From an optimization exercise on the open Yosys and OpenROAD flow, aimed at small area, a short achievable clock period and few clock cycles per item; shortcuts taken in it are not production practice.
No run shown here included a check of the RTL's function; only the layout flow was run.

==> flow/design.v (outline; a module is shown in full before it is edited, if it fits) <==
// module muldiv_router: 164 lines
// module mul_unit: 2352 lines
// module div_unit: 103 lines
// module rv32m_unit: 99 lines
module rv32m_unit (
    input  logic             clk_i,
    input  logic             arst_n_i,
    input  logic             cmd_valid_i,
    output logic             cmd_ready_o,
    input  logic [2:0]       cmd_op_i,
    input  logic [31:0]      cmd_src1_i,
    input  logic [31:0]      cmd_src2_i,
    input  logic [4:0]       cmd_tag_i,
    output logic             rsp_valid_o,
    input  logic             rsp_ready_i,
    output logic [4:0]       rsp_tag_o,
    output logic [31:0]      rsp_result_o
);
  // ...
==> flow/run.sh <==
#!/bin/bash
# synth_recipe.tcl (not shown) runs the flow's synth.tcl, then flattens the netlist and writes it again
# the make line also repeats each setting of config.mk as NAME=value (left out here)
make -C /OpenROAD-flow-scripts/flow DESIGN_CONFIG=/design/flow/config.mk WORK_HOME=/design/flow/orfs CLKGATE_MAP_FILE= SYNTH_SCRIPT=/design/flow/synth_recipe.tcl finish
==> flow/config.mk <==
export PLATFORM = sky130hd
export DESIGN_NAME = rv32m_unit
export DESIGN_NICKNAME = rv32m_unit
export VERILOG_FILES = /design/flow/design.v
export SDC_FILE = /design/flow/constraint.sdc
export NUM_CORES = 4
export LEC_CHECK = 0
export CAP_MARGIN = 20
export CORE_MARGIN = 2
export CORE_UTILIZATION = 40
export PLACE_DENSITY = 0.6
export SETUP_SLACK_MARGIN = 5
export SLEW_MARGIN = 20
==> flow/constraint.sdc <==
create_clock -name core_clock -period 10.0 [get_ports {clk_i}]
set_input_delay 2.0000 -clock core_clock [delete_from_list [all_inputs] [get_ports {clk_i}]]
set_output_delay 2.0000 -clock core_clock [all_outputs]
set_load 0.01 [all_outputs]
==> report_table.html, run 1 <==
<table>
<tr><th>Metric</th><th>Value</th></tr>
<tr><th colspan="2">Logic synthesis</th></tr>
<tr><td>Xor/xnor share of the synthesized area</td><td>approximately 11%</td></tr>
<tr><td>Synthesized-area fraction occupied by adder cells</td><td>21.24%</td></tr>
<tr><td>Net count after synthesis</td><td>about 7,400</td></tr>
<tr><td>Multiplexer fraction of the synthesized cell area</td><td>approximately 5.6%</td></tr>
<tr><td>Synth area leader</td><td>sky130_fd_sc_hd__edfxtp_1</td></tr>
<tr><td>Post-synthesis compound-gate area fraction</td><td>19.33%</td></tr>
<tr><th colspan="2">Setup path</th></tr>
<tr><td>Critical path arrival</td><td>approximately 6.7 ns</td></tr>
<tr><td>Launching element of the worst setup path</td><td>g_div[0].u_div.dvs_q[18]</td></tr>
<tr><td>Worst path bufs/invs</td><td>2</td></tr>
<tr><th colspan="2">Timing</th></tr>
<tr><td>Final Setup Violations</td><td>0</td></tr>
<tr><td>Final Cycle Share</td><td>62.03%</td></tr>
<tr><td>Transition time at the pin with the least slew margin</td><td>1.226 ns</td></tr>
<tr><td>Fmax</td><td>0.1612 GHz</td></tr>
<tr><td>Shortest clock period the worst path allows after layout</td><td>6.203 ns</td></tr>
<tr><td>Max Slew Vio Count</td><td>0</td></tr>
<tr><th colspan="2">Finish</th></tr>
<tr><td>Non-clock buffer total of the final layout</td><td>713</td></tr>
<tr><td>Nets</td><td>7,705</td></tr>
<tr><td>Non-clock buffer area fraction after layout</td><td>10.58%</td></tr>
<tr><td>Fraction of area in registers</td><td>between 20% and 30%</td></tr>
<tr><td>Number of fill cells in the layout</td><td>around 14,000</td></tr>
<tr><td>Number of flip-flops under the largest register name</td><td>127</td></tr>
<tr><th colspan="2">Clocking</th></tr>
<tr><td>CTS tree</td><td>yes</td></tr>
<tr><th colspan="2">Detailed routing</th></tr>
<tr><td>Met3 WL</td><td>35.77 mm</td></tr>
<tr><td>Number of antenna-violating nets in the routed design</td><td>0</td></tr>
<tr><td>Starting DRC count in detailed routing</td><td>a little under 8,000</td></tr>
<tr><td>Total routed wirelength</td><td>approximately 280 mm</td></tr>
<tr><td>Routed wire per std cell</td><td>31.30 um</td></tr>
<tr><th colspan="2">Place</th></tr>
<tr><td>Total cell area at the placement stage</td><td>65,810 um2</td></tr>
<tr><td>Total instance count after detailed placement</td><td>8,364</td></tr>
<tr><th colspan="2">Die</th></tr>
<tr><td>Boundary Pins</td><td>115</td></tr>
<tr><td>Die area</td><td>158,400 um2</td></tr>
<tr><th colspan="2">Global routing</th></tr>
<tr><td>First-pass GRT wire length</td><td>396.6 mm</td></tr>
<tr><td>Pin count of the biggest net entering global routing</td><td>134</td></tr>
<tr><th colspan="2">Status</th></tr>
<tr><td>Outcome</td><td>complete, no violations</td></tr>
</table>
==> module muldiv_router, before the edit <==
module muldiv_router (
    input  logic                clk_i,
    input  logic                arst_n_i,
    input  logic                cmd_valid_i,
    output logic                cmd_ready_o,
    input  logic [2:0]          cmd_op_i,
    input  logic [31:0]         cmd_src1_i,
    input  logic [31:0]         cmd_src2_i,
    input  logic [4:0]          cmd_tag_i,
    output logic                rsp_valid_o,
    input  logic                rsp_ready_i,
    output logic [4:0]          rsp_tag_o,
    output logic [31:0]         rsp_result_o,
    output logic                mul_valid,
    input  logic                mul_ready,
    output logic [32:0]         mul_x,
    output logic [32:0]         mul_y,
    output logic                mul_hi,
    output logic [4:0]          mul_tag,
    input  logic                mul_rsp_valid,
    output logic                mul_rsp_take,
    input  logic [4:0]          mul_rsp_tag,
    input  logic [31:0]         mul_rsp_result,
    output logic [2-1:0] div_ld,
    output logic [31:0]         div_dvd,
    output logic [31:0]         div_dvs,
    output logic                div_is_rem,
    output logic                div_neg_q,
    output logic                div_neg_r,
    output logic [4:0]          div_tag,
    input  logic [2-1:0] div_free,
    input  logic [2-1:0] div_done,
    output logic [2-1:0] div_take,
    input  logic [2-1:0][4:0]  div_rsp_tag,
    input  logic [2-1:0][31:0] div_rsp_mag,
    input  logic [2-1:0]       div_rsp_neg
);
    localparam int NC = 2;
    localparam int EW = 3 + 1 + 1 + 32 + 32 + 5;
    logic [EW-1:0] in_e, h_q, k_q;
    logic          h_valid, k_valid;
    logic          accept, h_pop;
    logic          h_is_div, div_any_free;
    logic          in_sa, in_sb;
    logic [2:0]    h_op;
    logic          h_sa, h_sb;
    logic [31:0]   h_a, h_b;
    logic [4:0]    h_tag;
    assign in_sa = cmd_src1_i[31] & (cmd_op_i[2] ? !cmd_op_i[0]
                                                 : (cmd_op_i[1:0] == 2'd1 || cmd_op_i[1:0] == 2'd2));
    assign in_sb = cmd_src2_i[31] & (cmd_op_i[2] ? !cmd_op_i[0] : (cmd_op_i[1:0] == 2'd1));
    assign in_e  = {cmd_op_i, in_sa, in_sb, cmd_src1_i, cmd_src2_i, cmd_tag_i};
    assign {h_op, h_sa, h_sb, h_a, h_b, h_tag} = h_q;
    assign cmd_ready_o = !k_valid;
    assign accept      = cmd_valid_i && !k_valid;
    assign h_is_div     = h_op[2];
    assign div_any_free = |div_free;
    assign h_pop        = h_valid && (h_is_div ? div_any_free : mul_ready);
    always_ff @(posedge clk_i or negedge arst_n_i) begin
        if (!arst_n_i) begin
            h_valid <= 1'b0;
            k_valid <= 1'b0;
        end else begin
            if (!h_valid || h_pop) begin
                h_valid <= k_valid || accept;
                k_valid <= 1'b0;
            end else if (accept) begin
                k_valid <= 1'b1;
            end
        end
    end
    always_ff @(posedge clk_i) begin
        if (!h_valid || h_pop) begin
            h_q <= k_valid ? k_q : in_e;
        end
        if (accept && !k_valid) begin
            k_q <= in_e;
        end
    end
    assign mul_valid = h_valid && !h_is_div;
    assign mul_x     = {h_sa, h_a};
    assign mul_y     = {h_sb, h_b};
    assign mul_hi    = (h_op[1:0] != 2'd0);
    assign mul_tag   = h_tag;
    always_comb begin
        logic found;
        found  = 1'b0;
        div_ld = '0;
        for (int i = 0; i < NC; i++) begin
            if (div_free[i] && !found) begin
                div_ld[i] = h_valid && h_is_div;
                found     = 1'b1;
            end
        end
    end
    assign div_dvd    = h_sa ? -h_a : h_a;
    assign div_dvs    = h_sb ? -h_b : h_b;
    assign div_is_rem = h_op[1];
    assign div_neg_q  = h_sa ^ h_sb;
    assign div_neg_r  = h_sa;
    assign div_tag    = h_tag;
    logic        out_free, div_any_done;
    logic [4:0]  dsel_tag;
    logic [31:0] dsel_mag;
    logic        dsel_neg;
    logic        out_valid_q;
    logic [4:0]  out_tag_q;
    logic [31:0] out_result_q;
    localparam int WAIT_MAX = 15;
    logic [3:0]  wait_q;
    logic        div_first, div_win;
    assign out_free     = !out_valid_q || rsp_ready_i;
    assign div_any_done = |div_done;
    assign div_first    = (wait_q == WAIT_MAX[3:0]);
    assign div_win      = div_any_done && (div_first || !mul_rsp_valid);
    always_ff @(posedge clk_i or negedge arst_n_i) begin
        if (!arst_n_i) begin
            wait_q <= '0;
        end else if (!div_any_done || (out_free && div_win)) begin
            wait_q <= '0;
        end else if (!div_first) begin
            wait_q <= wait_q + 4'd1;
        end
    end
    always_comb begin
        logic found;
        found    = 1'b0;
        div_take = '0;
        dsel_tag = div_rsp_tag[0];
        dsel_mag = div_rsp_mag[0];
        dsel_neg = div_rsp_neg[0];
        for (int i = 0; i < NC; i++) begin
            if (div_done[i] && !found) begin
                div_take[i] = out_free && div_win;
                dsel_tag    = div_rsp_tag[i];
                dsel_mag    = div_rsp_mag[i];
                dsel_neg    = div_rsp_neg[i];
                found       = 1'b1;
            end
        end
    end
    assign mul_rsp_take = out_free && !div_win;
    always_ff @(posedge clk_i or negedge arst_n_i) begin
        if (!arst_n_i) begin
            out_valid_q <= 1'b0;
        end else if (out_free) begin
            out_valid_q <= div_any_done || mul_rsp_valid;
        end
    end
    always_ff @(posedge clk_i) begin
        if (out_free) begin
            if (div_win) begin
                out_tag_q    <= dsel_tag;
                out_result_q <= dsel_neg ? -dsel_mag : dsel_mag;
            end else begin
                out_tag_q    <= mul_rsp_tag;
                out_result_q <= mul_rsp_result;
            end
        end
    end
    assign rsp_valid_o  = out_valid_q;
    assign rsp_tag_o    = out_tag_q;
    assign rsp_result_o = out_result_q;
endmodule
==> module div_unit, before the edit <==
module div_unit (
    input  logic         clk_i,
    input  logic         arst_n_i,
    input  logic         ld,
    input  logic [31:0]  ld_dvd,      
    input  logic [31:0]  ld_dvs,      
    input  logic         ld_is_rem,
    input  logic         ld_neg_q,
    input  logic         ld_neg_r,
    input  logic [4:0]   ld_tag,
    output logic         free,
    output logic         done,
    input  logic         take,
    output logic [4:0]   res_tag,
    output logic [31:0]  res_mag,
    output logic         res_neg
);
    localparam logic [1:0] ST_IDLE = 2'd0;
    localparam logic [1:0] ST_PREP = 2'd1;
    localparam logic [1:0] ST_EXEC = 2'd2;
    localparam logic [1:0] ST_DONE = 2'd3;
    logic [1:0]  state;
    logic [31:0] rem_q;      
    logic [32:0] dvs_q;      
    logic [31:0] quo_q;
    logic [3:0]  cntr;
    logic        is_rem_q, neg_q_q, neg_r_q;
    logic [4:0]  tag_q;
    function automatic logic [5:0] clz32(input logic [31:0] v);
        clz32 = 6'd32;
        for (int i = 0; i < 32; i++) if (v[i]) clz32 = 6'd31 - i[5:0];
    endfunction
    logic [5:0]  lz_dvd, lz_dvs;
    logic [5:0]  lz_diff;
    logic        dvs_zero, dvs_big;
    logic [4:0]  shamt;
    logic [32:0] dvs_aligned;
    assign lz_dvd   = clz32(rem_q);
    assign lz_dvs   = clz32(dvs_q[31:0]);
    assign dvs_zero = (dvs_q[31:0] == 32'd0);
    assign lz_diff  = lz_dvs - lz_dvd;
    assign dvs_big  = (lz_dvs < lz_dvd);           
    assign shamt    = lz_diff[4:0] | 5'd1;          
    assign dvs_aligned = {1'b0, dvs_q[31:0]} << shamt;
    logic [33:0] diff1, diff2;
    logic [31:0] rem1, rem2;
    logic        ge1, ge2;
    assign diff1 = {2'b00, rem_q} - {1'b0, dvs_q};
    assign ge1   = !diff1[33];
    assign rem1  = ge1 ? diff1[31:0] : rem_q;
    assign diff2 = {2'b00, rem1} - {2'b00, dvs_q[32:1]};
    assign ge2   = !diff2[33];
    assign rem2  = ge2 ? diff2[31:0] : rem1;
    assign free = (state == ST_IDLE) || ((state == ST_DONE) && take);
    assign done = (state == ST_DONE);
    always_ff @(posedge clk_i or negedge arst_n_i) begin
        if (!arst_n_i) begin
            state <= ST_IDLE;
        end else begin
            case (state)
                ST_IDLE: if (ld) state <= ST_PREP;
                ST_PREP: state <= (dvs_zero || dvs_big) ? ST_DONE : ST_EXEC;
                ST_EXEC: if (cntr == 4'd0) state <= ST_DONE;
                ST_DONE: if (take) state <= ld ? ST_PREP : ST_IDLE;
                default: state <= ST_IDLE;
            endcase
        end
    end
    always_ff @(posedge clk_i) begin
        case (state)
            ST_IDLE, ST_DONE: begin
                if (ld) begin
                    rem_q    <= ld_dvd;
                    dvs_q    <= {1'b0, ld_dvs};
                    is_rem_q <= ld_is_rem;
                    neg_q_q  <= ld_neg_q;
                    neg_r_q  <= ld_neg_r;
                    tag_q    <= ld_tag;
                end
            end
            ST_PREP: begin
                if (dvs_zero) begin
                    quo_q   <= '1;        
                    neg_q_q <= 1'b0;
                end else begin
                    quo_q <= '0;
                    dvs_q <= dvs_aligned;
                    cntr  <= shamt[4:1];
                end
            end
            ST_EXEC: begin
                rem_q <= rem2;
                quo_q <= {quo_q[29:0], ge1, ge2};
                dvs_q <= {2'b00, dvs_q[32:2]};
                cntr  <= cntr - 4'd1;
            end
            default: ;
        endcase
    end
    assign res_tag = tag_q;
    assign res_mag = is_rem_q ? rem_q : quo_q;
    assign res_neg = is_rem_q ? neg_r_q : neg_q_q;
endmodule
==> module rv32m_unit, before the edit <==
module rv32m_unit (
    input  logic             clk_i,
    input  logic             arst_n_i,
    input  logic             cmd_valid_i,
    output logic             cmd_ready_o,
    input  logic [2:0]       cmd_op_i,
    input  logic [31:0]      cmd_src1_i,
    input  logic [31:0]      cmd_src2_i,
    input  logic [4:0]       cmd_tag_i,
    output logic             rsp_valid_o,
    input  logic             rsp_ready_i,
    output logic [4:0]       rsp_tag_o,
    output logic [31:0]      rsp_result_o
);
    localparam int NC = 2;
    logic        mul_valid, mul_ready, mul_hi;
    logic [32:0] mul_x, mul_y;
    logic [4:0]  mul_tag;
    logic        mul_rsp_valid, mul_rsp_take;
    logic [4:0]  mul_rsp_tag;
    logic [31:0] mul_rsp_result;
    logic [NC-1:0] div_ld, div_free, div_done, div_take;
    logic [31:0]   div_dvd, div_dvs;
    logic          div_is_rem, div_neg_q, div_neg_r;
    logic [4:0]    div_tag;
    logic [NC-1:0][4:0]  div_rsp_tag;
    logic [NC-1:0][31:0] div_rsp_mag;
    logic [NC-1:0]       div_rsp_neg;
    muldiv_router u_router (
        .clk_i          (clk_i),
        .arst_n_i       (arst_n_i),
        .cmd_valid_i    (cmd_valid_i),
        .cmd_ready_o    (cmd_ready_o),
        .cmd_op_i       (cmd_op_i),
        .cmd_src1_i     (cmd_src1_i),
        .cmd_src2_i     (cmd_src2_i),
        .cmd_tag_i      (cmd_tag_i),
        .rsp_valid_o    (rsp_valid_o),
        .rsp_ready_i    (rsp_ready_i),
        .rsp_tag_o      (rsp_tag_o),
        .rsp_result_o   (rsp_result_o),
        .mul_valid      (mul_valid),
        .mul_ready      (mul_ready),
        .mul_x          (mul_x),
        .mul_y          (mul_y),
        .mul_hi         (mul_hi),
        .mul_tag        (mul_tag),
        .mul_rsp_valid  (mul_rsp_valid),
        .mul_rsp_take   (mul_rsp_take),
        .mul_rsp_tag    (mul_rsp_tag),
        .mul_rsp_result (mul_rsp_result),
        .div_ld         (div_ld),
        .div_dvd        (div_dvd),
        .div_dvs        (div_dvs),
        .div_is_rem     (div_is_rem),
        .div_neg_q      (div_neg_q),
        .div_neg_r      (div_neg_r),
        .div_tag        (div_tag),
        .div_free       (div_free),
        .div_done       (div_done),
        .div_take       (div_take),
        .div_rsp_tag    (div_rsp_tag),
        .div_rsp_mag    (div_rsp_mag),
        .div_rsp_neg    (div_rsp_neg)
    );
    mul_unit u_mul (
        .clk_i      (clk_i),
        .arst_n_i   (arst_n_i),
        .in_valid   (mul_valid),
        .in_ready   (mul_ready),
        .in_x       (mul_x),
        .in_y       (mul_y),
        .in_hi      (mul_hi),
        .in_tag     (mul_tag),
        .out_valid  (mul_rsp_valid),
        .out_take   (mul_rsp_take),
        .out_tag    (mul_rsp_tag),
        .out_result (mul_rsp_result)
    );
    for (genvar i = 0; i < NC; i++) begin : g_div
        div_unit u_div (
            .clk_i     (clk_i),
            .arst_n_i  (arst_n_i),
            .ld        (div_ld[i]),
            .ld_dvd    (div_dvd),
            .ld_dvs    (div_dvs),
            .ld_is_rem (div_is_rem),
            .ld_neg_q  (div_neg_q),
            .ld_neg_r  (div_neg_r),
            .ld_tag    (div_tag),
            .free      (div_free[i]),
            .done      (div_done[i]),
            .take      (div_take[i]),
            .res_tag   (div_rsp_tag[i]),
            .res_mag   (div_rsp_mag[i]),
            .res_neg   (div_rsp_neg[i])
        );
    end
endmodule
==> inputs of run 2 (changes only) <==
--- a/flow/design.v
+++ b/flow/design.v
@@ -10,53 +10,68 @@
     input  logic [4:0]          cmd_tag_i,
     output logic                rsp_valid_o,
     input  logic                rsp_ready_i,
     output logic [4:0]          rsp_tag_o,
     output logic [31:0]         rsp_result_o,
     output logic                mul_valid,
     input  logic                mul_ready,
     output logic [32:0]         mul_x,
-    output logic [32:0]         mul_y,
+    output logic [16:0]         mul_one,
+    output logic [16:0]         mul_neg,
     output logic                mul_hi,
     output logic [4:0]          mul_tag,
     input  logic                mul_rsp_valid,
     output logic                mul_rsp_take,
     input  logic [4:0]          mul_rsp_tag,
     input  logic [31:0]         mul_rsp_result,
-    output logic [2-1:0] div_ld,
-    output logic [31:0]         div_dvd,
-    output logic [31:0]         div_dvs,
+    output logic [3-1:0] div_ld,
+    output logic [31:0]         div_a,
+    output logic                div_sa,
+    output logic [31:0]         div_b,
+    output logic                div_sb,
     output logic                div_is_rem,
     output logic                div_neg_q,
     output logic                div_neg_r,
     output logic [4:0]          div_tag,
-    input  logic [2-1:0] div_free,
-    input  logic [2-1:0] div_done,
-    output logic [2-1:0] div_take,
-    input  logic [2-1:0][4:0]  div_rsp_tag,
-    input  logic [2-1:0][31:0] div_rsp_mag,
-    input  logic [2-1:0]       div_rsp_neg
+    input  logic [3-1:0] div_free,
+    input  logic [3-1:0] div_done,
+    output logic [3-1:0] div_take,
+    input  logic [3-1:0][4:0]  div_rsp_tag,
+    input  logic [3-1:0][31:0] div_rsp_mag,
+    input  logic [3-1:0]       div_rsp_neg
 );
-    localparam int NC = 2;
-    localparam int EW = 3 + 1 + 1 + 32 + 32 + 5;
+    localparam int NC = 3;
+    localparam int EW = 3 + 1 + 32 + 17 + 17 + 5;
     logic [EW-1:0] in_e, h_q, k_q;
     logic          h_valid, k_valid;
     logic          accept, h_pop;
     logic          h_is_div, div_any_free;
     logic          in_sa, in_sb;
+    logic [33:0]   in_y;
+    logic [16:0]   in_one, in_neg;
     logic [2:0]    h_op;
-    logic          h_sa, h_sb;
-    logic [31:0]   h_a, h_b;
+    logic          h_sa;
+    logic [31:0]   h_a;
+    logic [16:0]   h_one, h_neg;
     logic [4:0]    h_tag;
     assign in_sa = cmd_src1_i[31] & (cmd_op_i[2] ? !cmd_op_i[0]
                                                  : (cmd_op_i[1:0] == 2'd1 || cmd_op_i[1:0] == 2'd2));
     assign in_sb = cmd_src2_i[31] & (cmd_op_i[2] ? !cmd_op_i[0] : (cmd_op_i[1:0] == 2'd1));
-    assign in_e  = {cmd_op_i, in_sa, in_sb, cmd_src1_i, cmd_src2_i, cmd_tag_i};
-    assign {h_op, h_sa, h_sb, h_a, h_b, h_tag} = h_q;
+    assign in_y  = {in_sb, in_sb, cmd_src2_i};
+    for (genvar i = 0; i < 17; i++) begin : g_rec
+        assign in_neg[i] = in_y[2*i+1];
+        if (i == 0) begin : g_first
+            assign in_one[i] = in_y[0];
+        end else begin : g_rest
+            assign in_one[i] = in_y[2*i] ^ in_y[2*i-1];
+        end
+    end
+    assign in_e = {cmd_op_i, in_sa, cmd_src1_i, in_one, in_neg, cmd_tag_i};
+    assign {h_op, h_sa, h_a, h_one, h_neg, h_tag} = h_q;
     assign cmd_ready_o = !k_valid;
     assign accept      = cmd_valid_i && !k_valid;
     assign h_is_div     = h_op[2];
     assign div_any_free = |div_free;
     assign h_pop        = h_valid && (h_is_div ? div_any_free : mul_ready);
     always_ff @(posedge clk_i or negedge arst_n_i) begin
         if (!arst_n_i) begin
             h_valid <= 1'b0;
@@ -75,34 +90,44 @@
             h_q <= k_valid ? k_q : in_e;
         end
         if (accept && !k_valid) begin
             k_q <= in_e;
         end
     end
     assign mul_valid = h_valid && !h_is_div;
     assign mul_x     = {h_sa, h_a};
-    assign mul_y     = {h_sb, h_b};
+    assign mul_one   = h_one;
+    assign mul_neg   = h_neg;
     assign mul_hi    = (h_op[1:0] != 2'd0);
     assign mul_tag   = h_tag;
     always_comb begin
         logic found;
         found  = 1'b0;
         div_ld = '0;
         for (int i = 0; i < NC; i++) begin
             if (div_free[i] && !found) begin
                 div_ld[i] = h_valid && h_is_div;
                 found     = 1'b1;
             end
         end
     end
-    assign div_dvd    = h_sa ? -h_a : h_a;
-    assign div_dvs    = h_sb ? -h_b : h_b;
+    for (genvar i = 0; i < 16; i++) begin : g_unrec
+        assign div_b[2*i+1] = h_neg[i];
+        if (i == 0) begin : g_first
+            assign div_b[0] = h_one[0];
+        end else begin : g_rest
+            assign div_b[2*i] = h_one[i] ^ h_neg[i-1];
+        end
+    end
+    assign div_a  = h_a;
+    assign div_sa = h_sa;
+    assign div_sb = h_neg[16];
     assign div_is_rem = h_op[1];
-    assign div_neg_q  = h_sa ^ h_sb;
+    assign div_neg_q  = h_sa ^ h_neg[16];
     assign div_neg_r  = h_sa;
     assign div_tag    = h_tag;
     logic        out_free, div_any_done;
     logic [4:0]  dsel_tag;
     logic [31:0] dsel_mag;
     logic        dsel_neg;
     logic        out_valid_q;
     logic [4:0]  out_tag_q;
@@ -165,27 +190,27 @@
 endmodule
 `timescale 1ns/100ps
 module mul_unit (
     input  logic        clk_i,
     input  logic        arst_n_i,
     input  logic        in_valid,
     output logic        in_ready,
     input  logic [32:0] in_x,
-    input  logic [32:0] in_y,
+    input  logic [16:0] in_one,     
+    input  logic [16:0] in_neg,     
     input  logic        in_hi,
     input  logic [4:0]  in_tag,
     output logic        out_valid,
     input  logic        out_take,
     output logic [4:0]  out_tag,
     output logic [31:0] out_result
 );
     logic [16:0][34:0] pp;
     logic [16:0] bneg;
-    logic [33:0] ye;
     logic [34:0] xe;
     logic [126:0] cn, cr;
     logic        c_valid, c_hi;
     logic [4:0]  c_tag;
     logic [63:0] row_a, row_b, prod;
     logic hs0;
     logic hc0;
     logic hs1;
@@ -1265,31 +1290,27 @@
     logic fs538;
     logic fc538;
     logic fs539;
     logic fc539;
     logic fs540;
     logic fc540;
     logic fs541;
     logic fc541;
-    assign ye = {in_y[32], in_y};
     assign xe = {{2{in_x[32]}}, in_x};
     for (genvar i = 0; i < 17; i++) begin : g_booth
-        logic b2, b1, b0, one, two;
-        assign b2 = ye[2*i+1];
-        assign b1 = ye[2*i];
+        logic two, nprev;
         if (i == 0) begin : g_first
-            assign b0 = 1'b0;
+            assign nprev = 1'b0;
         end else begin : g_rest
-            assign b0 = ye[2*i-1];
+            assign nprev = in_neg[i-1];
         end
-        assign one = b1 ^ b0;
-        assign two = (b2 & ~b1 & ~b0) | (~b2 & b1 & b0);
-        assign bneg[i] = b2;
-        assign pp[i] = (({35{one}} & xe) | ({35{two}} & {xe[33:0], 1'b0})) ^ {35{b2}};
+        assign two = !in_one[i] && (in_neg[i] ^ nprev);
+        assign bneg[i] = in_neg[i];
+        assign pp[i] = (({35{in_one[i]}} & xe) | ({35{two}} & {xe[33:0], 1'b0})) ^ {35{in_neg[i]}};
     end
     assign hs0 = pp[0][24] ^ pp[1][22];
     assign hc0 = pp[0][24] & pp[1][22];
     assign hs1 = pp[0][25] ^ pp[1][23];
     assign hc1 = pp[0][25] & pp[1][23];
     assign fs2 = pp[0][26] ^ pp[1][24] ^ pp[2][22];
     assign fc2 = (pp[0][26] & pp[1][24]) | (pp[0][26] & pp[2][22]) | (pp[1][24] & pp[2][22]);
     assign hs3 = pp[3][20] ^ pp[4][18];
@@ -2512,114 +2533,109 @@
     assign row_a = {cr[125], cr[123], cr[121], cr[119], cr[117], cr[115], cr[113], cr[111], cr[109], cr[107], cr[105], cr[103], cr[101], cr[99], cr[97], cr[95], cr[93], cr[91], cr[89], cr[87], cr[85], cr[83], cr[81], cr[79], cr[77], cr[75], cr[73], cr[71], cr[69], cr[67], cr[65], cr[63], cr[61], cr[59], cr[57], cr[55], cr[53], cr[51], cr[49], cr[47], cr[45], cr[43], cr[41], cr[39], cr[37], cr[35], cr[33], cr[31], cr[29], cr[27], cr[25], cr[23], cr[21], cr[19], cr[17], cr[15], cr[13], cr[11], cr[9], cr[7], cr[5], cr[3], cr[2], cr[0]};
     assign row_b = {cr[126], cr[124], cr[122], cr[120], cr[118], cr[116], cr[114], cr[112], cr[110], cr[108], cr[106], cr[104], cr[102], cr[100], cr[98], cr[96], cr[94], cr[92], cr[90], cr[88], cr[86], cr[84], cr[82], cr[80], cr[78], cr[76], cr[74], cr[72], cr[70], cr[68], cr[66], cr[64], cr[62], cr[60], cr[58], cr[56], cr[54], cr[52], cr[50], cr[48], cr[46], cr[44], cr[42], cr[40], cr[38], cr[36], cr[34], cr[32], cr[30], cr[28], cr[26], cr[24], cr[22], cr[20], cr[18], cr[16], cr[14], cr[12], cr[10], cr[8], cr[6], cr[4], 1'b0, cr[1]};
     assign prod = row_a + row_b;
     assign out_valid  = c_valid;
     assign out_tag    = c_tag;
     assign out_result = c_hi ? prod[63:32] : prod[31:0];
 endmodule
 `timescale 1ns/100ps
+module div_prep (
+    input  logic [31:0] a,         
+    input  logic        sa,        
+    input  logic [31:0] b,         
+    input  logic        sb,        
+    output logic [31:0] dvd_mag,   
+    output logic [32:0] dvs_aln,   
+    output logic [4:0]  steps_m1,  
+    output logic        dvs_zero,
+    output logic        quo_zero   
+);
+    function automatic logic [5:0] clz32(input logic [31:0] v);
+        clz32 = 6'd32;
+        for (int i = 0; i < 32; i++) if (v[i]) clz32 = 6'd31 - i[5:0];
+    endfunction
+    logic [31:0] dvs_mag;
+    logic [5:0]  lz_a, lz_b;
+    logic [6:0]  span;           
+    assign dvd_mag = sa ? -a : a;
+    assign dvs_mag = sb ? -b : b;
+    assign lz_a = clz32(a ^ {32{sa}});
+    assign lz_b = clz32(b ^ {32{sb}});
+    assign span = {1'b0, lz_b} - {1'b0, lz_a} + {6'd0, sa};
+    assign dvs_zero = (b == 32'd0);
+    assign quo_zero = span[6];
+    assign steps_m1 = (span[5] && !span[6]) ? 5'd31 : span[4:0];
+    assign dvs_aln  = {1'b0, dvs_mag} << steps_m1;
+endmodule
 module div_unit (
     input  logic         clk_i,
     input  logic         arst_n_i,
     input  logic         ld,
-    input  logic [31:0]  ld_dvd,      
-    input  logic [31:0]  ld_dvs,      
+    input  logic [31:0]  ld_dvd,
+    input  logic [32:0]  ld_dvs,
+    input  logic [4:0]   ld_steps_m1,
+    input  logic         ld_dvs_zero,
+    input  logic         ld_quo_zero,
     input  logic         ld_is_rem,
     input  logic         ld_neg_q,
     input  logic         ld_neg_r,
     input  logic [4:0]   ld_tag,
     output logic         free,
     output logic         done,
     input  logic         take,
     output logic [4:0]   res_tag,
     output logic [31:0]  res_mag,
     output logic         res_neg
 );
     localparam logic [1:0] ST_IDLE = 2'd0;
-    localparam logic [1:0] ST_PREP = 2'd1;
-    localparam logic [1:0] ST_EXEC = 2'd2;
-    localparam logic [1:0] ST_DONE = 2'd3;
+    localparam logic [1:0] ST_EXEC = 2'd1;
+    localparam logic [1:0] ST_DONE = 2'd2;
     logic [1:0]  state;
     logic [31:0] rem_q;      
     logic [32:0] dvs_q;      
     logic [31:0] quo_q;
-    logic [3:0]  cntr;
+    logic [4:0]  cntr;
     logic        is_rem_q, neg_q_q, neg_r_q;
     logic [4:0]  tag_q;
-    function automatic logic [5:0] clz32(input logic [31:0] v);
-        clz32 = 6'd32;
-        for (int i = 0; i < 32; i++) if (v[i]) clz32 = 6'd31 - i[5:0];
-    endfunction
-    logic [5:0]  lz_dvd, lz_dvs;
-    logic [5:0]  lz_diff;
-    logic        dvs_zero, dvs_big;
-    logic [4:0]  shamt;
-    logic [32:0] dvs_aligned;
-    assign lz_dvd   = clz32(rem_q);
-    assign lz_dvs   = clz32(dvs_q[31:0]);
-    assign dvs_zero = (dvs_q[31:0] == 32'd0);
-    assign lz_diff  = lz_dvs - lz_dvd;
-    assign dvs_big  = (lz_dvs < lz_dvd);           
-    assign shamt    = lz_diff[4:0] | 5'd1;          
-    assign dvs_aligned = {1'b0, dvs_q[31:0]} << shamt;
-    logic [33:0] diff1, diff2;
-    logic [31:0] rem1, rem2;
-    logic        ge1, ge2;
-    assign diff1 = {2'b00, rem_q} - {1'b0, dvs_q};
-    assign ge1   = !diff1[33];
-    assign rem1  = ge1 ? diff1[31:0] : rem_q;
-    assign diff2 = {2'b00, rem1} - {2'b00, dvs_q[32:1]};
-    assign ge2   = !diff2[33];
-    assign rem2  = ge2 ? diff2[31:0] : rem1;
+    logic [33:0] diff;
+    logic        ge;
+    assign diff = {2'b00, rem_q} - {1'b0, dvs_q};
+    assign ge   = !diff[33];
     assign free = (state == ST_IDLE) || ((state == ST_DONE) && take);
     assign done = (state == ST_DONE);
     always_ff @(posedge clk_i or negedge arst_n_i) begin
         if (!arst_n_i) begin
             state <= ST_IDLE;
         end else begin
             case (state)
-                ST_IDLE: if (ld) state <= ST_PREP;
-                ST_PREP: state <= (dvs_zero || dvs_big) ? ST_DONE : ST_EXEC;
-                ST_EXEC: if (cntr == 4'd0) state <= ST_DONE;
-                ST_DONE: if (take) state <= ld ? ST_PREP : ST_IDLE;
-                default: state <= ST_IDLE;
+                ST_EXEC: if (cntr == 5'd0) state <= ST_DONE;
+                default: begin
+                    if (ld) state <= (ld_dvs_zero || ld_quo_zero) ? ST_DONE : ST_EXEC;
+                    else if (state == ST_DONE && take) state <= ST_IDLE;
+                end
             endcase
         end
     end
     always_ff @(posedge clk_i) begin
-        case (state)
-            ST_IDLE, ST_DONE: begin
-                if (ld) begin
-                    rem_q    <= ld_dvd;
-                    dvs_q    <= {1'b0, ld_dvs};
-                    is_rem_q <= ld_is_rem;
-                    neg_q_q  <= ld_neg_q;
-                    neg_r_q  <= ld_neg_r;
-                    tag_q    <= ld_tag;
-                end
-            end
-            ST_PREP: begin
-                if (dvs_zero) begin
-                    quo_q   <= '1;        
-                    neg_q_q <= 1'b0;
-                end else begin
-                    quo_q <= '0;
-                    dvs_q <= dvs_aligned;
-                    cntr  <= shamt[4:1];
-                end
-            end
-            ST_EXEC: begin
-                rem_q <= rem2;
-                quo_q <= {quo_q[29:0], ge1, ge2};
-                dvs_q <= {2'b00, dvs_q[32:2]};
-                cntr  <= cntr - 4'd1;
-            end
-            default: ;
-        endcase
+        if (state == ST_EXEC) begin
+            if (ge) rem_q <= diff[31:0];
+            quo_q <= {quo_q[30:0], ge};
+            dvs_q <= {1'b0, dvs_q[32:1]};
+            cntr  <= cntr - 5'd1;
+        end else if (ld) begin
+            rem_q    <= ld_dvd;
+            dvs_q    <= ld_dvs;
+            quo_q    <= {32{ld_dvs_zero}};   
+            cntr     <= ld_steps_m1;
+            is_rem_q <= ld_is_rem;
+            neg_q_q  <= ld_neg_q && !ld_dvs_zero;
+            neg_r_q  <= ld_neg_r;
+            tag_q    <= ld_tag;
+        end
     end
     assign res_tag = tag_q;
     assign res_mag = is_rem_q ? rem_q : quo_q;
     assign res_neg = is_rem_q ? neg_r_q : neg_q_q;
 endmodule
 `timescale 1ns/100ps
 module rv32m_unit (
     input  logic             clk_i,
@@ -2630,25 +2646,31 @@
     input  logic [31:0]      cmd_src1_i,
     input  logic [31:0]      cmd_src2_i,
     input  logic [4:0]       cmd_tag_i,
     output logic             rsp_valid_o,
     input  logic             rsp_ready_i,
     output logic [4:0]       rsp_tag_o,
     output logic [31:0]      rsp_result_o
 );
-    localparam int NC = 2;
+    localparam int NC = 3;
     logic        mul_valid, mul_ready, mul_hi;
-    logic [32:0] mul_x, mul_y;
+    logic [32:0] mul_x;
+    logic [16:0] mul_one, mul_neg;
     logic [4:0]  mul_tag;
     logic        mul_rsp_valid, mul_rsp_take;
     logic [4:0]  mul_rsp_tag;
     logic [31:0] mul_rsp_result;
     logic [NC-1:0] div_ld, div_free, div_done, div_take;
-    logic [31:0]   div_dvd, div_dvs;
+    logic [31:0]   div_a, div_b;
+    logic          div_sa, div_sb;
+    logic [31:0]   prep_dvd;
+    logic [32:0]   prep_dvs;
+    logic [4:0]    prep_steps_m1;
+    logic          prep_dvs_zero, prep_quo_zero;
     logic          div_is_rem, div_neg_q, div_neg_r;
     logic [4:0]    div_tag;
     logic [NC-1:0][4:0]  div_rsp_tag;
     logic [NC-1:0][31:0] div_rsp_mag;
     logic [NC-1:0]       div_rsp_neg;
     muldiv_router u_router (
         .clk_i          (clk_i),
         .arst_n_i       (arst_n_i),
@@ -2660,26 +2682,29 @@
         .cmd_tag_i      (cmd_tag_i),
         .rsp_valid_o    (rsp_valid_o),
         .rsp_ready_i    (rsp_ready_i),
         .rsp_tag_o      (rsp_tag_o),
         .rsp_result_o   (rsp_result_o),
         .mul_valid      (mul_valid),
         .mul_ready      (mul_ready),
         .mul_x          (mul_x),
-        .mul_y          (mul_y),
+        .mul_one        (mul_one),
+        .mul_neg        (mul_neg),
         .mul_hi         (mul_hi),
         .mul_tag        (mul_tag),
         .mul_rsp_valid  (mul_rsp_valid),
         .mul_rsp_take   (mul_rsp_take),
         .mul_rsp_tag    (mul_rsp_tag),
         .mul_rsp_result (mul_rsp_result),
         .div_ld         (div_ld),
-        .div_dvd        (div_dvd),
-        .div_dvs        (div_dvs),
+        .div_a          (div_a),
+        .div_sa         (div_sa),
+        .div_b          (div_b),
+        .div_sb         (div_sb),
         .div_is_rem     (div_is_rem),
         .div_neg_q      (div_neg_q),
         .div_neg_r      (div_neg_r),
         .div_tag        (div_tag),
         .div_free       (div_free),
         .div_done       (div_done),
         .div_take       (div_take),
         .div_rsp_tag    (div_rsp_tag),
@@ -2687,31 +2712,46 @@
         .div_rsp_neg    (div_rsp_neg)
     );
     mul_unit u_mul (
         .clk_i      (clk_i),
         .arst_n_i   (arst_n_i),
         .in_valid   (mul_valid),
         .in_ready   (mul_ready),
         .in_x       (mul_x),
-        .in_y       (mul_y),
+        .in_one     (mul_one),
+        .in_neg     (mul_neg),
         .in_hi      (mul_hi),
         .in_tag     (mul_tag),
         .out_valid  (mul_rsp_valid),
         .out_take   (mul_rsp_take),
         .out_tag    (mul_rsp_tag),
         .out_result (mul_rsp_result)
     );
+    div_prep u_prep (
+        .a        (div_a),
+        .sa       (div_sa),
+        .b        (div_b),
+        .sb       (div_sb),
+        .dvd_mag  (prep_dvd),
+        .dvs_aln  (prep_dvs),
+        .steps_m1 (prep_steps_m1),
+        .dvs_zero (prep_dvs_zero),
+        .quo_zero (prep_quo_zero)
+    );
     for (genvar i = 0; i < NC; i++) begin : g_div
         div_unit u_div (
             .clk_i     (clk_i),
             .arst_n_i  (arst_n_i),
             .ld        (div_ld[i]),
-            .ld_dvd    (div_dvd),
-            .ld_dvs    (div_dvs),
+            .ld_dvd    (prep_dvd),
+            .ld_dvs    (prep_dvs),
+            .ld_steps_m1 (prep_steps_m1),
+            .ld_dvs_zero (prep_dvs_zero),
+            .ld_quo_zero (prep_quo_zero),
             .ld_is_rem (div_is_rem),
             .ld_neg_q  (div_neg_q),
             .ld_neg_r  (div_neg_r),
             .ld_tag    (div_tag),
             .free      (div_free[i]),
             .done      (div_done[i]),
             .take      (div_take[i]),
             .res_tag   (div_rsp_tag[i]),
==> report_table.html, run 2 <==
<table>
<tr><th>Metric</th><th>Value</th></tr>
<tr><th colspan="2">Global routing</th></tr>
<tr><td>Initial antenna violation count</td><td>17 (was 14)</td></tr>
<tr><td>Pin count of the biggest net entering global routing</td><td>128 (was 134)</td></tr>
<tr><td>Grt ovf</td><td>0 (unchanged)</td></tr>
<tr><td>First-pass GRT wire length</td><td>386.8 mm (was 396.6 mm)</td></tr>
<tr><td>Number of global-route vias before repair</td><td>56,330 (was 56,410)</td></tr>
<tr><td>GRT Resource Usage Total</td><td>29.85% (was 34.34%)</td></tr>
<tr><th colspan="2">Finish</th></tr>
<tr><td>Ratio of cells with drive above 1 in the final layout</td><td>13.29% (was 21.62%)</td></tr>
<tr><td>Number of flip-flops under the largest register name</td><td>127 (unchanged)</td></tr>
<tr><td>Leading registers by flop count</td><td>u_mul.cr x127, g_div.u_div.dvs_q x99 (was u_mul.cr x127, u_router.h_q x74, u_router.k_q x74)</td></tr>
<tr><td>Top reg by flops</td><td>u_mul.cr (unchanged)</td></tr>
<tr><td>Most frequent standard cell in the layout excluding fill and tap cells</td><td>sky130_fd_sc_hd__nand2_1 (was sky130_fd_sc_hd__xnor2_1)</td></tr>
<tr><td>Final core utilization</td><td>46.41% (was 50.04%)</td></tr>
<tr><td>Area delta synth-&gt;final</td><td>15.69% (was 24.15%)</td></tr>
<tr><td>Fin cells</td><td>9,912 (was 8,968)</td></tr>
<tr><td>Number of fill cells in the layout</td><td>16,140 (was 13,900)</td></tr>
<tr><td>Most frequent cells in the layout</td><td>sky130_fd_sc_hd__nand2_1 (745), sky130_fd_sc_hd__nor2_1 (648), sky130_fd_sc_hd__edfxtp_1 (647), sky130_fd_sc_hd__inv_1 (642), sky130_fd_sc_hd__a21oi_1 (619) (was sky130_fd_sc_hd__xnor2_1 (668), sky130_fd_sc_hd__edfxtp_1 (536), sky130_fd_sc_hd__inv_1 (532), sky130_fd_sc_hd__a22oi_1 (462), sky130_fd_sc_hd__fa_1 (434))</td></tr>
<tr><td>Nets</td><td>8,427 (was 7,705)</td></tr>
<tr><th colspan="2">Logic synthesis</th></tr>
<tr><td>Synth warn</td><td>4 (was 3)</td></tr>
<tr><td>Synthesized instance count</td><td>7,737 (was 6,560)</td></tr>
<tr><td>Synth area leader</td><td>sky130_fd_sc_hd__edfxtp_1 (unchanged)</td></tr>
<tr><td>Synth top area share</td><td>28.30% (was 25.92%)</td></tr>
<tr><td>Net count after synthesis</td><td>8,544 (was 7,403)</td></tr>
<tr><td>Combinational family with the most area after synthesis</td><td>adder cells (unchanged)</td></tr>
<tr><td>Synthesized area per cell</td><td>8.874 um2 (was 9.465 um2)</td></tr>
<tr><td>Post-synthesis share of cell area spent on and, or, nand and nor gates</td><td>11.51% (was 9.389%)</td></tr>
<tr><td>Number of synthesized register bits</td><td>664 (was 548)</td></tr>
<tr><td>Post-synthesis compound-gate area fraction</td><td>18.04% (was 19.33%)</td></tr>
<tr><td>Most frequent cells after synthesis</td><td>sky130_fd_sc_hd__nand2_1 (773), sky130_fd_sc_hd__nor2_1 (673), sky130_fd_sc_hd__a21oi_1 (654), sky130_fd_sc_hd__inv_1 (654), sky130_fd_sc_hd__edfxtp_1 (647) (was sky130_fd_sc_hd__xnor2_1 (692), sky130_fd_sc_hd__inv_1 (614), sky130_fd_sc_hd__edfxtp_1 (536))</td></tr>
<tr><td>Synthesized area</td><td>68,660 um2 (was 62,090 um2)</td></tr>
<tr><td>Sequential fraction of the synthesis area</td><td>28.90% (was 26.41%)</td></tr>
<tr><td>Library cells used by synthesis</td><td>86 (was 97)</td></tr>
<tr><td>Multiplexer fraction of the synthesized cell area</td><td>6.376% (was 5.618%)</td></tr>
<tr><td>Fraction of registers with async set or reset after synthesis</td><td>2.108% (was 2.190%)</td></tr>
<tr><td>Top-count cell post-synth</td><td>sky130_fd_sc_hd__nand2_1 (was sky130_fd_sc_hd__xnor2_1)</td></tr>
<tr><td>Xor/xnor share of the synthesized area</td><td>9.185% (was 11.20%)</td></tr>
<tr><td>Post-synth EDFFs</td><td>647 (was 536)</td></tr>
<tr><td>Main area contributors after synthesis</td><td>sky130_fd_sc_hd__edfxtp_1 (28%), sky130_fd_sc_hd__fa_1 (14%), sky130_fd_sc_hd__xor2_1 (6.7%) (was sky130_fd_sc_hd__edfxtp_1 (26%), sky130_fd_sc_hd__fa_1 (15%), sky130_fd_sc_hd__xnor2_1 (9.8%))</td></tr>
<tr><td>Synthesized-area fraction occupied by adder cells</td><td>18.53% (was 21.24%)</td></tr>
<tr><td>Top flip-flop cell by instance count after synthesis</td><td>sky130_fd_sc_hd__edfxtp_1 (unchanged)</td></tr>
<tr><th colspan="2">Die</th></tr>
<tr><td>Floorplan core area</td><td>171,200 um2 (was 154,000 um2)</td></tr>
<tr><td>Number of placement rows</td><td>152 (was 144)</td></tr>
<tr><td>Horizontal die dimension</td><td>418.3 um (was 398.0 um)</td></tr>
<tr><td>Boundary Pins</td><td>115 (unchanged)</td></tr>
<tr><td>Die area</td><td>175,000 um2 (was 158,400 um2)</td></tr>
<tr><td>Starting utilization of the core area</td><td>40.11% (was 40.31%)</td></tr>
<tr><td>Vert. Die Dim</td><td>418.3 um (was 398.0 um)</td></tr>
<tr><th colspan="2">Setup path</th></tr>
<tr><td>Number of cells on the worst reg-to-reg path</td><td>35 (was 23)</td></tr>
<tr><td>Kind of critical path</td><td>register to register (unchanged)</td></tr>
<tr><td>Capturing element type of the critical path</td><td>register (unchanged)</td></tr>
<tr><td>Required time at the worst-slack endpoint</td><td>10.43 ns (was 10.45 ns)</td></tr>
<tr><td>Critical path peak fanout</td><td>6 (was 5)</td></tr>
<tr><td>End of the worst register-to-register path</td><td>g_div[1].u_div.dvs_q[18] (was g_div[0].u_div.rem_q[31])</td></tr>
<tr><td>Critical path arrival</td><td>7.36 ns (was 6.65 ns)</td></tr>
<tr><td>Max incr delay on CP</td><td>0.53 ns (was 0.46 ns)</td></tr>
<tr><td>Flop2flop setup slack</td><td>3.07 ns (was 3.80 ns)</td></tr>
<tr><td>Launch point of the worst reg-to-reg path</td><td>u_router.h_q[5] (was g_div[0].u_div.dvs_q[18])</td></tr>
<tr><td>Startpoint kind of the worst setup timing path</td><td>register (unchanged)</td></tr>
<tr><td>Slowest stage cell on the critical path</td><td>sky130_fd_sc_hd__mux4_2 (was sky130_fd_sc_hd__edfxtp_1)</td></tr>
<tr><th colspan="2">Hold path</th></tr>
<tr><td>Start point of the worst min-delay path</td><td>g_div[2].u_div.dvs_q[32] (was u_router.h_q[0])</td></tr>
<tr><td>Classification of the worst-slack hold path</td><td>register to register (unchanged)</td></tr>
<tr><td>Number of instances on the worst hold path</td><td>2 (was 0)</td></tr>
<tr><td>Endpoint with the worst hold slack</td><td>g_div[2].u_div.dvs_q[32] (was g_div[0].u_div.tag_q[0])</td></tr>
<tr><th colspan="2">Detailed routing</th></tr>
<tr><td>1st-pass router iterations</td><td>10 (was 8)</td></tr>
<tr><td>Per-cell via count in the routed design</td><td>6.031 (was 6.425)</td></tr>
<tr><td>Post-route DRC violation count</td><td>0 (unchanged)</td></tr>
<tr><td>Total via count after detailed routing</td><td>59,780 (was 57,620)</td></tr>
<tr><td>Number of antenna-violating nets in the routed design</td><td>0 (unchanged)</td></tr>
<tr><td>Total routed wirelength</td><td>275.7 mm (was 280.7 mm)</td></tr>
<tr><td>Routed wire per std cell</td><td>27.81 um (was 31.30 um)</td></tr>
<tr><td>Starting DRC count in detailed routing</td><td>6,927 (was 7,817)</td></tr>
<tr><th colspan="2">Timing</th></tr>
<tr><td>Setup slack of the critical path after layout</td><td>3.073 ns (was 3.797 ns)</td></tr>
<tr><td>Unrepaired setup endpoints after global routing</td><td>true (unchanged)</td></tr>
<tr><td>Transition time at the pin with the least slew margin</td><td>1.195 ns (was 1.226 ns)</td></tr>
<tr><td>Slew HR</td><td>19.76% (was 17.69%)</td></tr>
<tr><td>Setup TNS</td><td>0 ns (unchanged)</td></tr>
<tr><td>Shortest clock period the worst path allows after layout</td><td>6.927 ns (was 6.203 ns)</td></tr>
<tr><td>Max Slew Vio Count</td><td>0 (unchanged)</td></tr>
<tr><td>Layout Skew</td><td>0.04545 ns (was 0.04415 ns)</td></tr>
<tr><td>Final Setup Violations</td><td>0 (unchanged)</td></tr>
<tr><td>Final Cycle Share</td><td>69.27% (was 62.03%)</td></tr>
<tr><td>Fmax</td><td>0.1444 GHz (was 0.1612 GHz)</td></tr>
<tr><td>Number of failing hold endpoints at the final stage</td><td>0 (unchanged)</td></tr>
<tr><th colspan="2">Clocking</th></tr>
<tr><td>Htree depth</td><td>3 (unchanged)</td></tr>
<tr><td>Clock network latency to the later pin of the worst-skew pair</td><td>0.74 ns (was 0.72 ns)</td></tr>
<tr><td>CTS Sinks</td><td>664 (was 548)</td></tr>
<tr><td>Total CTS buffers</td><td>80 (was 73)</td></tr>
<tr><td>CTS clock-pin slew for the worst setup and hold paths</td><td>0.08 ns (was 0.06 ns)</td></tr>
<tr><td>CTS tree</td><td>yes (unchanged)</td></tr>
<tr><td>Cell at the root of the clock tree</td><td>sky130_fd_sc_hd__clkbuf_16 (unchanged)</td></tr>
<tr><td>Buffers from clock root to sink, at most</td><td>3 (unchanged)</td></tr>
<tr><td>Hold_buf cts</td><td>0 (unchanged)</td></tr>
<tr><th colspan="2">Place</th></tr>
<tr><td>HPWL Detailed</td><td>187.9 mm (was 180.0 mm)</td></tr>
<tr><td>Total instance count after detailed placement</td><td>9,561 (was 8,364)</td></tr>
<tr><td>Routability Congestion</td><td>0.9930 (was 1.001)</td></tr>
<tr><td>Setup slack at placement</td><td>1.750 ns (was 2.794 ns)</td></tr>
<tr><td>Count of buffers inserted at the top-level ports</td><td>114 (unchanged)</td></tr>
<tr><th colspan="2">Job</th></tr>
<tr><td>Maximum capacitance violations</td><td>0 (unchanged)</td></tr>
<tr><th colspan="2">Status</th></tr>
<tr><td>Outcome</td><td>complete, no violations (unchanged)</td></tr>
</table>
==> run 2: layout make-up <==
class,instances,area [um2],share of cell area [%]
Multi-Input combinational cell,5719,45730,57.57
Sequential cell,664,19840,24.98
Timing Repair Buffer,493,5987,7.537
Tap cell,2233,2794,3.517
Inverter,662,2505,3.154
Clock buffer,101,2142,2.697
Clock inverter,37,424.2,0.5340
Antenna cell,3,7.507,0.009451
==> run 2: worst max path at each step <==
| stage | end | cells past startpoint | slack (ns) | startpoint |
|---|---|---|---|---|
| 2_1_floorplan | g_div[0].u_div.dvs_q[31] | 38 | 3.43 | u_router.h_q[5] |
| 3_3_place_gp | g_div[2].u_div.dvs_q[21] | 32 | 1.80 | u_router.h_q[71] |
| 3_5_place_dp | g_div[2].u_div.dvs_q[21] | 32 | 1.75 | u_router.h_q[71] |
| 4_1_cts | g_div[1].u_div.dvs_q[20] | 34 | 3.07 | u_router.h_q[5] |
| 5_1_grt | g_div[1].u_div.dvs_q[18] | 34 | 2.79 | u_router.h_q[39] |
| 6_report | g_div[1].u_div.dvs_q[18] | 35 | 3.07 | u_router.h_q[5] |
==> run 2: cells by family (layout without fill, tap and decap cells) <==
group | after synthesis | in the layout
AOI/OAI and AO/OA | 1994 | 1994
xor gates and xnor gates | 720 | 720
adders and majority gates | 731 | 731
buffers and inverters | 1358 | 1293
DFF | 664 | 664
muxes | 416 | 416
other | 0 | 3
and+or+nand+nor | 1854 | 1858
==> run 2: through the flow <==
step / area (um2) / hold slack [ns]
3_5_place_dp: 71620 / 0.4900
3_3_place_gp: 71590 / 0.4900
4_1_cts: 76940 / 0.5010
5_1_grt: 79420 / 0.5210
6_report: 79430 / 0.4990
2_1_floorplan: 69170 / 0.4206
==> run 2: layer usage <==
metal | GRT usage [%] | share of wire, % | wire [um] | up-vias
met3 | 6.685 | 10 | 28650 | 770
met4 | 14.00 | 6.1 | 16870 | 16
li1 | - | - | - | 26460
met5 | 0.5835 | 0.091 | 252 | -
met2 | 45.36 | 43 | 119200 | 3301
met1 | 40.25 | 40 | 110700 | 29240
==> run 2: critical path: cells and delay by family (launching register included) <==
kind / cells / cell delay [ns]
compound gates: 22 / 3.63
xor+xnor: 1 / 0.10
fa+ha+maj: 4 / 1.07
buf+inv: 5 / 0.56
flops: 1 / 0.40
mux: 2 / 0.75
simple gates: 1 / 0.09
==> run 2: repair_timing <==
item | CTS | global route
setup buffers | 110 | 60
setup endpoints to repair | 325 | 397
pin swaps | 63 | 86
resized for setup | 395 | 335
gates cloned | 10 | 30
endpoints found under the hold margin | 0 | 0
==> inputs of run 3 (changes only) <==
--- a/flow/design.v
+++ b/flow/design.v
@@ -29,4 +29,12 @@
     output logic [31:0]         div_b,
     output logic                div_sb,
+    input  logic [31:0]         prep_dvd_mag,
+    input  logic [31:0]         prep_dvs_mag,
+    input  logic [6:0]          prep_span,
+    input  logic                prep_dvs_zero,
+    output logic [31:0]         div_dvd_mag,
+    output logic [31:0]         div_dvs_mag,
+    output logic [6:0]          div_span,
+    output logic                div_dvs_zero,
     output logic                div_is_rem,
     output logic                div_neg_q,
@@ -72,5 +80,13 @@
     assign h_is_div     = h_op[2];
     assign div_any_free = |div_free;
-    assign h_pop        = h_valid && (h_is_div ? div_any_free : mul_ready);
+    logic          w_valid, w_pop, w_free;
+    logic          w_is_rem, w_neg_q, w_neg_r, w_dvs_zero;
+    logic [31:0]   w_dvd_mag, w_dvs_mag;
+    logic [6:0]    w_span;
+    logic [4:0]    w_tag;
+    logic [31:0]   h_b;
+    assign w_pop  = w_valid && div_any_free;
+    assign w_free = !w_valid || w_pop;
+    assign h_pop  = h_valid && (h_is_div ? w_free : mul_ready);
     always_ff @(posedge clk_i or negedge arst_n_i) begin
         if (!arst_n_i) begin
@@ -100,4 +116,31 @@
     assign mul_hi    = (h_op[1:0] != 2'd0);
     assign mul_tag   = h_tag;
+    for (genvar i = 0; i < 16; i++) begin : g_unrec
+        assign h_b[2*i+1] = h_neg[i];
+        if (i == 0) begin : g_first
+            assign h_b[0] = h_one[0];
+        end else begin : g_rest
+            assign h_b[2*i] = h_one[i] ^ h_neg[i-1];
+        end
+    end
+    always_ff @(posedge clk_i or negedge arst_n_i) begin
+        if (!arst_n_i) begin
+            w_valid <= 1'b0;
+        end else if (w_free) begin
+            w_valid <= h_valid && h_is_div;
+        end
+    end
+    always_ff @(posedge clk_i) begin
+        if (w_free && h_valid && h_is_div) begin
+            w_dvd_mag  <= prep_dvd_mag;
+            w_dvs_mag  <= prep_dvs_mag;
+            w_span     <= prep_span;
+            w_dvs_zero <= prep_dvs_zero;
+            w_is_rem   <= h_op[1];
+            w_neg_q    <= (h_sa ^ h_neg[16]) && !prep_dvs_zero;
+            w_neg_r    <= h_sa;
+            w_tag      <= h_tag;
+        end
+    end
     always_comb begin
         logic found;
@@ -106,24 +149,21 @@
         for (int i = 0; i < NC; i++) begin
             if (div_free[i] && !found) begin
-                div_ld[i] = h_valid && h_is_div;
+                div_ld[i] = w_valid;
                 found     = 1'b1;
             end
         end
     end
-    for (genvar i = 0; i < 16; i++) begin : g_unrec
-        assign div_b[2*i+1] = h_neg[i];
-        if (i == 0) begin : g_first
-            assign div_b[0] = h_one[0];
-        end else begin : g_rest
-            assign div_b[2*i] = h_one[i] ^ h_neg[i-1];
-        end
-    end
-    assign div_a  = h_a;
-    assign div_sa = h_sa;
-    assign div_sb = h_neg[16];
-    assign div_is_rem = h_op[1];
-    assign div_neg_q  = h_sa ^ h_neg[16];
-    assign div_neg_r  = h_sa;
-    assign div_tag    = h_tag;
+    assign div_a        = h_a;
+    assign div_sa       = h_sa;
+    assign div_b        = h_b;
+    assign div_sb       = h_neg[16];
+    assign div_dvd_mag  = w_dvd_mag;
+    assign div_dvs_mag  = w_dvs_mag;
+    assign div_span     = w_span;
+    assign div_dvs_zero = w_dvs_zero;
+    assign div_is_rem   = w_is_rem;
+    assign div_neg_q    = w_neg_q;
+    assign div_neg_r    = w_neg_r;
+    assign div_tag      = w_tag;
     logic        out_free, div_any_done;
     logic [4:0]  dsel_tag;
@@ -2545,7 +2585,11 @@
     input  logic        sb,        
     output logic [31:0] dvd_mag,   
+    output logic [31:0] dvs_mag,   
+    output logic [6:0]  span,      
+    output logic        dvs_zero,
+    input  logic [31:0] r_dvs_mag,
+    input  logic [6:0]  r_span,
     output logic [32:0] dvs_aln,   
     output logic [4:0]  steps_m1,  
-    output logic        dvs_zero,
     output logic        quo_zero   
 );
@@ -2554,16 +2598,14 @@
         for (int i = 0; i < 32; i++) if (v[i]) clz32 = 6'd31 - i[5:0];
     endfunction
-    logic [31:0] dvs_mag;
-    logic [5:0]  lz_a, lz_b;
-    logic [6:0]  span;           
-    assign dvd_mag = sa ? -a : a;
-    assign dvs_mag = sb ? -b : b;
-    assign lz_a = clz32(a ^ {32{sa}});
-    assign lz_b = clz32(b ^ {32{sb}});
-    assign span = {1'b0, lz_b} - {1'b0, lz_a} + {6'd0, sa};
+    logic [5:0] lz_a, lz_b;
+    assign dvd_mag  = sa ? -a : a;
+    assign dvs_mag  = sb ? -b : b;
+    assign lz_a     = clz32(a ^ {32{sa}});
+    assign lz_b     = clz32(b ^ {32{sb}});
+    assign span     = {1'b0, lz_b} - {1'b0, lz_a} + {6'd0, sa};
     assign dvs_zero = (b == 32'd0);
-    assign quo_zero = span[6];
-    assign steps_m1 = (span[5] && !span[6]) ? 5'd31 : span[4:0];
-    assign dvs_aln  = {1'b0, dvs_mag} << steps_m1;
+    assign quo_zero = r_span[6];
+    assign steps_m1 = (r_span[5] && !r_span[6]) ? 5'd31 : r_span[4:0];
+    assign dvs_aln  = {1'b0, r_dvs_mag} << steps_m1;
 endmodule
 module div_unit (
@@ -2628,5 +2670,5 @@
             cntr     <= ld_steps_m1;
             is_rem_q <= ld_is_rem;
-            neg_q_q  <= ld_neg_q && !ld_dvs_zero;
+            neg_q_q  <= ld_neg_q;
             neg_r_q  <= ld_neg_r;
             tag_q    <= ld_tag;
@@ -2663,8 +2705,10 @@
     logic [31:0]   div_a, div_b;
     logic          div_sa, div_sb;
-    logic [31:0]   prep_dvd;
+    logic [31:0]   prep_dvd_mag, prep_dvs_mag, div_dvd_mag, div_dvs_mag;
+    logic [6:0]    prep_span, div_span;
+    logic          prep_dvs_zero, div_dvs_zero;
     logic [32:0]   prep_dvs;
     logic [4:0]    prep_steps_m1;
-    logic          prep_dvs_zero, prep_quo_zero;
+    logic          prep_quo_zero;
     logic          div_is_rem, div_neg_q, div_neg_r;
     logic [4:0]    div_tag;
@@ -2701,4 +2745,12 @@
         .div_b          (div_b),
         .div_sb         (div_sb),
+        .prep_dvd_mag   (prep_dvd_mag),
+        .prep_dvs_mag   (prep_dvs_mag),
+        .prep_span      (prep_span),
+        .prep_dvs_zero  (prep_dvs_zero),
+        .div_dvd_mag    (div_dvd_mag),
+        .div_dvs_mag    (div_dvs_mag),
+        .div_span       (div_span),
+        .div_dvs_zero   (div_dvs_zero),
         .div_is_rem     (div_is_rem),
         .div_neg_q      (div_neg_q),
@@ -2732,8 +2784,12 @@
         .b        (div_b),
         .sb       (div_sb),
-        .dvd_mag  (prep_dvd),
+        .dvd_mag  (prep_dvd_mag),
+        .dvs_mag  (prep_dvs_mag),
+        .span     (prep_span),
+        .dvs_zero (prep_dvs_zero),
+        .r_dvs_mag(div_dvs_mag),
+        .r_span   (div_span),
         .dvs_aln  (prep_dvs),
         .steps_m1 (prep_steps_m1),
-        .dvs_zero (prep_dvs_zero),
         .quo_zero (prep_quo_zero)
     );
@@ -2743,8 +2799,8 @@
             .arst_n_i  (arst_n_i),
             .ld        (div_ld[i]),
-            .ld_dvd    (prep_dvd),
+            .ld_dvd    (div_dvd_mag),
             .ld_dvs    (prep_dvs),
             .ld_steps_m1 (prep_steps_m1),
-            .ld_dvs_zero (prep_dvs_zero),
+            .ld_dvs_zero (div_dvs_zero),
             .ld_quo_zero (prep_quo_zero),
             .ld_is_rem (div_is_rem),
==> report_table.html, run 3 <==
<table>
<tr><th>Metric</th><th>Value</th></tr>
<tr><th colspan="2">Global routing</th></tr>
<tr><td>First-pass GRT wire length</td><td>402.9 mm (was 386.8 mm)</td></tr>
<tr><td>Number of global-route vias before repair</td><td>57,850 (was 56,330)</td></tr>
<tr><td>Grt ovf</td><td>0 (unchanged)</td></tr>
<tr><th colspan="2">Place</th></tr>
<tr><td>HPWL Detailed</td><td>186.9 mm (was 187.9 mm)</td></tr>
<tr><td>Total cell area at the placement stage</td><td>72,350 um2 (was 71,620 um2)</td></tr>
<tr><th colspan="2">Detailed routing</th></tr>
<tr><td>Starting DRC count in detailed routing</td><td>7,990 (was 6,927)</td></tr>
<tr><td>Total via count after detailed routing</td><td>60,830 (was 59,780)</td></tr>
<tr><th colspan="2">Logic synthesis</th></tr>
<tr><td>Top-count cell post-synth</td><td>sky130_fd_sc_hd__o21ai_0 (was sky130_fd_sc_hd__nand2_1)</td></tr>
<tr><td>Number of synthesized register bits</td><td>745 (was 664)</td></tr>
<tr><td>Top flip-flop cell by instance count after synthesis</td><td>sky130_fd_sc_hd__edfxtp_1 (unchanged)</td></tr>
<tr><td>Synth top area share</td><td>31.42% (was 28.30%)</td></tr>
<tr><td>Fraction of registers with async set or reset after synthesis</td><td>2.013% (was 2.108%)</td></tr>
<tr><th colspan="2">Finish</th></tr>
<tr><td>Number of flip-flops under the largest register name</td><td>127 (unchanged)</td></tr>
<tr><td>Area of the multi-input gates</td><td>42,910 um2 (was 45,730 um2)</td></tr>
<tr><td>Most frequent cells in the layout</td><td>sky130_fd_sc_hd__edfxtp_1 (727), sky130_fd_sc_hd__nand2_1 (709), sky130_fd_sc_hd__o21ai_0 (700), sky130_fd_sc_hd__inv_1 (621), sky130_fd_sc_hd__fa_1 (465) (was sky130_fd_sc_hd__nand2_1 (745), sky130_fd_sc_hd__nor2_1 (648), sky130_fd_sc_hd__edfxtp_1 (647), sky130_fd_sc_hd__inv_1 (642), sky130_fd_sc_hd__a21oi_1 (619))</td></tr>
<tr><th colspan="2">Clocking</th></tr>
<tr><td>CTS tree</td><td>yes (unchanged)</td></tr>
<tr><td>Cell at the root of the clock tree</td><td>sky130_fd_sc_hd__clkbuf_16 (unchanged)</td></tr>
<tr><td>Htree depth</td><td>3 (unchanged)</td></tr>
<tr><td>Hold_buf cts</td><td>0 (unchanged)</td></tr>
<tr><td>Buffers from clock root to sink, at most</td><td>3 (unchanged)</td></tr>
<tr><td>CTS clock-pin slew for the worst setup and hold paths</td><td>0.06 ns (was 0.08 ns)</td></tr>
<tr><th colspan="2">Setup path</th></tr>
<tr><td>Launching element of the worst setup path</td><td>u_router.h_q[41] (was u_router.h_q[5])</td></tr>
<tr><td>Max incr delay on CP</td><td>0.37 ns (was 0.53 ns)</td></tr>
<tr><td>Critical path peak fanout</td><td>25 (was 6)</td></tr>
<tr><th colspan="2">Status</th></tr>
<tr><td>Outcome</td><td>complete, no violations (unchanged)</td></tr>
<tr><th colspan="2">Die</th></tr>
<tr><td>Die area</td><td>177,000 um2 (was 175,000 um2)</td></tr>
<tr><td>Number of placement rows</td><td>152 (unchanged)</td></tr>
<tr><th colspan="2">Hold path</th></tr>
<tr><td>Number of instances on the worst hold path</td><td>0 (was 2)</td></tr>
<tr><th colspan="2">Timing</th></tr>
<tr><td>Transition time at the pin with the least slew margin</td><td>1.344 ns (was 1.195 ns)</td></tr>
<tr><td>Slew HR</td><td>10.28% (was 19.76%)</td></tr>
<tr><td>Final Setup Violations</td><td>0 (unchanged)</td></tr>
<tr><td>Setup TNS</td><td>0 ns (unchanged)</td></tr>
</table>
[run 3: worst min path at each step]
stage	start	end	slack (ns)
floorplan	u_router.h_q[73]	u_router.w_is_rem	0.42
detailed placement	u_router.h_q[3]	u_mul.c_tag[3]	0.44
finish	u_router.h_q[3]	u_mul.c_tag[3]	0.45
CTS	u_router.h_q[3]	u_mul.c_tag[3]	0.45
global route	u_router.h_q[3]	u_mul.c_tag[3]	0.48
global placement	u_router.h_q[1]	u_mul.c_tag[1]	0.43
[run 3: metrics by stage]
stage                     cells  worst slack, ns  hold WS [ns]  utilization (%)
after detailed placement   9226            3.881        0.4414            42.04
after global placement     9226            3.947        0.4255            42.04
after floorplan            7343            3.993        0.4183                -
after CTS                  9489            4.919        0.4529            44.92
final                      9603            4.896        0.4521            46.04
after global routing       9588            4.673        0.4753            46.02
[run 3: repair_timing]
item                       CTS  global route
pin swaps                   31            70
resized for setup          225           227
cloned                      24            22
setup endpoints to repair  376           157
buffers inserted            76            76
[run 3: per-layer routing]
metal | GRT usage (%) | vias to the layer above | wire (um)
met2 | 46.70 | 4042 | 121700
met1 | 39.06 | 29740 | 106900
li1 | - | 25900 | -
met4 | 19.67 | 16 | 23800
met5 | 0 | - | 109
met3 | 9.095 | 1127 | 33840
[run 3: layout make-up]
| type | count | area share, % |
|---|---|---|
| multi-input cells | 5238 | 54.16 |
| flip-flops and latches | 745 | 28.10 |
| repair buffers | 473 | 7.213 |
| well taps | 2310 | 3.648 |
| inverters | 657 | 3.283 |
| clock buffers | 111 | 2.915 |
| clock inverters | 52 | 0.6253 |
| diodes | 16 | 0.05053 |
| repair inverters | 1 | 0.006316 |
[run 3: kinds of logic after synthesis]
kind of cell    after synthesis  share of synthesized area, %
fa+ha+maj                   731                         18.31
flops                       745                         32.05
simple gates               1487                         9.583
mux                         478                         7.465
compound gates             2238                         21.38
xor+xnor                    300                         3.782
buf+inv                    1364                         7.431
[run 3: critical path, delay by kind of cell (launching register included)]
family / cells / cell delay (ns)
flops: 1 / 0.33
xor+xnor: 1 / 0.09
fa+ha+maj: 3 / 0.85
buf+inv: 2 / 0.40
simple gates: 4 / 0.50
compound gates: 15 / 2.64

==> static timing again, ports no longer ideal <==
In the flow no input, the clock included, has a driving cell. The finished layouts below were timed again as built, in two steps.
Step 1: set_driving_cell puts a clkbuf_16 on clk_i and a buf_2 on each other input, an assumption about the parent block.
Step 2 adds t to the input delays and takes it off the output delays; t is the mean of the earliest and latest rising clock arrival at the registers after step 1. Input paths then give back, and output paths get back, about the clock's delay inside the block.
Slacks: ideal / step 1 / step 2; pairs: ideal / step 1.
| run | t, ns | setup WS [ns] | hold slack, ns | worst setup path after step 2 | worst slew at a driven data input, ns |
|---|---|---|---|---|---|
| run 1 | 0.779 | 3.797 / 3.797 / 3.797 | 0.468 / 0.468 / 0.468 | register to register | 0.10 |
| run 2 | 0.798 | 3.073 / 3.073 / 3.073 | 0.499 / 0.499 / 0.499 | register to register | 0.07 |
| run 3 | 0.816 | 4.896 / 4.896 / 4.473 | 0.452 / 0.452 / 0.452 | input to register | 0.07 |
After both steps every run listed still meets setup and hold. The setup slack of run 3, which loses most, moves by 0.000 ns with the drivers and by -0.423 ns with both steps.
